What follows belongs to an exercise in optimizing a design on an open flow for small area, a short achievable clock period and few clock cycles; a production flow would make more cautious choices.

== job 9111 ==
==> module saturador, before the edit <==
module saturador #(
  parameter int ACC_W  = 18,
  parameter int DATA_W = 8
) (
  input  logic [ACC_W-1:0]  acc,
  input  logic              sat_en,
  output logic [DATA_W-1:0] y,
  output logic              ovf
);
  logic neg;
  always_comb begin
    ovf = (acc[ACC_W-1:DATA_W] != '0);
    neg = acc[ACC_W-1];
    y   = {~acc[DATA_W-1], acc[DATA_W-2:0]};
    if (sat_en && ovf) begin
      y = neg ? {1'b1, {(DATA_W-1){1'b0}}} : {1'b0, {(DATA_W-1){1'b1}}};
    end
  end
endmodule
==> module multiplicacao_matrizes_seq, before the edit <==
module multiplicacao_matrizes_seq #(
  parameter int DATA_W = multiplicacao_pkg::DATA_W_DEF,
  parameter int MAX_N  = multiplicacao_pkg::MAX_N_DEF,
  parameter int SIZE_W = $clog2(MAX_N - 1),
  parameter int ACC_W  = 18
) (
  input  logic                            clk,
  input  logic                            rst_n,
  input  logic                            start,
  input  logic                            sat_en,
  input  logic [SIZE_W-1:0]               matrix_size,
  input  logic [MAX_N*MAX_N*DATA_W-1:0]   A,
  input  logic [MAX_N*MAX_N*DATA_W-1:0]   B,
  output logic                            busy,
  output logic                            done,
  output logic [MAX_N*MAX_N*DATA_W-1:0]   C,
  output logic                            overflow_flag
);
  localparam int CNT_W = 3;
  logic             run_q;      
  logic             done_q;     
  logic [MAX_N-1:0] first_q;    
  logic [CNT_W-1:0] cnt_q;
  logic             sat_q;
  logic [MAX_N-1:0] vld_q;      
  logic [DATA_W-1:0] a_q [MAX_N][MAX_N];
  logic [DATA_W-1:0] b_q [MAX_N][MAX_N];
  logic [ACC_W-1:0]  acc_q [MAX_N][MAX_N];
  logic [ACC_W-1:0]  acc_d [MAX_N][MAX_N];
  logic idle;
  logic [CNT_W-1:0] n_m1;
  assign idle = !run_q && !done_q;
  assign busy = run_q;
  assign done = done_q;
  assign n_m1 = CNT_W'(multiplicacao_pkg::decode_n(int'(matrix_size), MAX_N) - 1);
  always_ff @(posedge clk or negedge rst_n) begin
    if (!rst_n) begin
      run_q   <= 1'b0;
      done_q  <= 1'b0;
      first_q <= '0;
      cnt_q   <= '0;
      sat_q   <= 1'b0;
      vld_q   <= '0;
    end else begin
      done_q  <= 1'b0;
      first_q <= '0;
      if (idle) begin
        if (start) begin
          run_q   <= 1'b1;
          for (int i = 0; i < MAX_N; i++) first_q[i] <= (i <= int'(n_m1));
          cnt_q   <= n_m1;
          sat_q   <= sat_en;
          for (int i = 0; i < MAX_N; i++) vld_q[i] <= (i <= int'(n_m1));
        end
      end else if (run_q) begin
        cnt_q <= cnt_q - 1'b1;
        if (cnt_q == '0) begin
          run_q  <= 1'b0;
          done_q <= 1'b1;
        end
      end
    end
  end
  logic accept;
  logic more;
  assign accept = idle && start;
  assign more   = run_q && (cnt_q != '0);
  always_ff @(posedge clk) begin
    for (int i = 0; i < MAX_N; i++) begin
      for (int k = 0; k < MAX_N; k++) begin
        if (!run_q) begin
          b_q[k][i] <= B[(k*MAX_N + i)*DATA_W +: DATA_W];
        end else begin
          b_q[k][i] <= (k < MAX_N-1) ? b_q[(k+1) % MAX_N][i] : '0;
        end
      end
      for (int k = 1; k < MAX_N; k++) begin
        if (!run_q) begin
          a_q[i][k] <= A[(i*MAX_N + k)*DATA_W +: DATA_W];
        end else begin
          a_q[i][k] <= (k < MAX_N-1) ? a_q[i][(k+1) % MAX_N] : '0;
        end
      end
    end
  end
  always_ff @(posedge clk or negedge rst_n) begin
    if (!rst_n) begin
      for (int i = 0; i < MAX_N; i++) a_q[i][0] <= '0;
    end else begin
      for (int i = 0; i < MAX_N; i++) begin
        a_q[i][0] <= ({DATA_W{accept}} & A[(i*MAX_N)*DATA_W +: DATA_W]) |
                     ({DATA_W{more}} & a_q[i][1]);
      end
    end
  end
  for (genvar gi = 0; gi < MAX_N; gi++) begin : g_mr
    for (genvar gj = 0; gj < MAX_N; gj++) begin : g_mc
      mac_unit u_mac (
        .a      (a_q[gi][0]),
        .b      (b_q[0][gj]),
        .acc_in (first_q[gi] ? ACC_W'(1 << (DATA_W-1)) : acc_q[gi][gj]),
        .sum    (acc_d[gi][gj])
      );
      always_ff @(posedge clk) acc_q[gi][gj] <= acc_d[gi][gj];
    end
  end
  logic [MAX_N*MAX_N-1:0] ovf_e;
  for (genvar gi = 0; gi < MAX_N; gi++) begin : g_row
    for (genvar gj = 0; gj < MAX_N; gj++) begin : g_col
      logic [DATA_W-1:0] y;
      logic              o;
      saturador #(
        .ACC_W  (ACC_W),
        .DATA_W (DATA_W)
      ) u_sat (
        .acc    (acc_q[gi][gj]),
        .sat_en (sat_q),
        .y      (y),
        .ovf    (o)
      );
      assign C[(gi*MAX_N + gj)*DATA_W +: DATA_W] = (vld_q[gi] && vld_q[gj]) ? y : '0;
      assign ovf_e[gi*MAX_N + gj] = vld_q[gi] && vld_q[gj] && o;
    end
  end
  assign overflow_flag = |ovf_e;
endmodule
Settings: LEC_CHECK=0, CAP_MARGIN=20, CORE_MARGIN=2, CORE_UTILIZATION=40, CTS_CLUSTER_DIAMETER=100, CTS_CLUSTER_SIZE=30, SLEW_MARGIN=20; clock period 11.0 ns.
standard.sh (not shown) runs the stock make flow with config.mk's settings and CLKGATE_MAP_FILE= SYNTH_SCRIPT=/design/flow/synth_recipe.tcl, a recipe that flattens the netlist after the stock synthesis.
==> flow/flow/run.sh <==
#!/bin/bash
# The standard layout (the standard.sh, unchanged synthesis), with extra
# ORFS settings from flow/knobs.txt (one VAR=value per line): a larger
# setup margin for timing repair and a plain buffer for the port buffers.
# The constraints, clock period and checks are unchanged.
set -euo pipefail
mapfile -t KNOBS < <(grep -v '^#' flow/knobs.txt | sed '/^$/d')
bash standard.sh "${KNOBS[@]}" finish > standard_flow.log 2>&1
==> flow/flow/knobs.txt <==
SETUP_SLACK_MARGIN=6
BUFFER_PORTS_ARGS=-buffer_cell sky130_fd_sc_hd__buf_1
Modified inputs, job 6742 compared to job 9111
diff --git a/flow/design.v b/flow/design.v
--- a/flow/design.v
+++ b/flow/design.v
@@ -24,19 +24,23 @@
 endpackage
 module saturador #(
-  parameter int ACC_W  = 18,
+  parameter int ACC_W  = 19,
   parameter int DATA_W = 8
 ) (
-  input  logic [ACC_W-1:0]  acc,
-  input  logic              sat_en,
-  output logic [DATA_W-1:0] y,
-  output logic              ovf
+  input  logic signed [ACC_W-1:0]  acc,
+  input  logic                     sat_en,
+  output logic        [DATA_W-1:0] y,
+  output logic                     ovf
 );
-  logic neg;
+  logic above;
+  logic below;
   always_comb begin
-    ovf = (acc[ACC_W-1:DATA_W] != '0);
-    neg = acc[ACC_W-1];
-    y   = {~acc[DATA_W-1], acc[DATA_W-2:0]};
-    if (sat_en && ovf) begin
-      y = neg ? {1'b1, {(DATA_W-1){1'b0}}} : {1'b0, {(DATA_W-1){1'b1}}};
+    above = !acc[ACC_W-1] && (acc[ACC_W-2:DATA_W-1] != '0);
+    below =  acc[ACC_W-1] && (acc[ACC_W-2:DATA_W-1] != '1);
+    ovf   = above | below;
+    y     = acc[DATA_W-1:0];
+    if (sat_en && above) begin
+      y = {1'b0, {(DATA_W-1){1'b1}}};
+    end else if (sat_en && below) begin
+      y = {1'b1, {(DATA_W-1){1'b0}}};
     end
   end
@@ -142,5 +146,5 @@
         .a      (a_q[gi][0]),
         .b      (b_q[0][gj]),
-        .acc_in (first_q[gi] ? ACC_W'(1 << (DATA_W-1)) : acc_q[gi][gj]),
+        .acc_in (first_q[gi] ? '0 : acc_q[gi][gj]),
         .sum    (acc_d[gi][gj])
       );
### Flow results
In the tables for job 9111 and job 6742, minimum period implied by the final worst setup slack reads lower with job 9111. The standard cells in job 6742 occupy more silicon area than those in job 9111 do. In the reports for job 9111 and job 6742, the larger adder-cell share of the synthesized area belongs to job 9111. Summary of job 6742 over job 9111: antenna cell count now smaller, total length of routed met2 wires now larger. Between job 9111 and job 6742, the difference in initial core utilization is negligible. [compare] base=job 9111 new=job 6742: cell count up 208; number of signal-net buffers in the layout up 107; register area flat.
Function was not checked in any run of this note: the RTL went through the layout flow alone.

-- re-timing with driven ports --
In the flow no input, the clock included, has a driving cell. The finished layouts below were timed again as built, in two steps.
Step 1 sets driving cells, clkbuf_16 on the clock port and buf_2 on the other inputs (assumed; they add their load-dependent delay and slew).
Step 2 moves the port delays by t, midway between the first and last clock arrival at a register: inputs arrive t later, outputs are due t later. That takes back most of the time a late clock gives input paths.
Slacks: ideal ports / drivers / drivers and shift; pairs: ideal ports / drivers.
run | shift t [ns] | setup WS [ns] | worst hold slack (ns) | worst setup path after step 2 | worst slew at a driven data input, ns
job 9111 | 0.833 | 5.589 / 5.508 / 5.991 | 0.456 / 0.456 / 0.456 | register to register | 0.42
job 6742 | 0.825 | 5.319 / 5.218 / 5.958 | 0.436 / 0.436 / 0.436 | register to register | 0.20
After both steps every run listed still meets setup and hold.
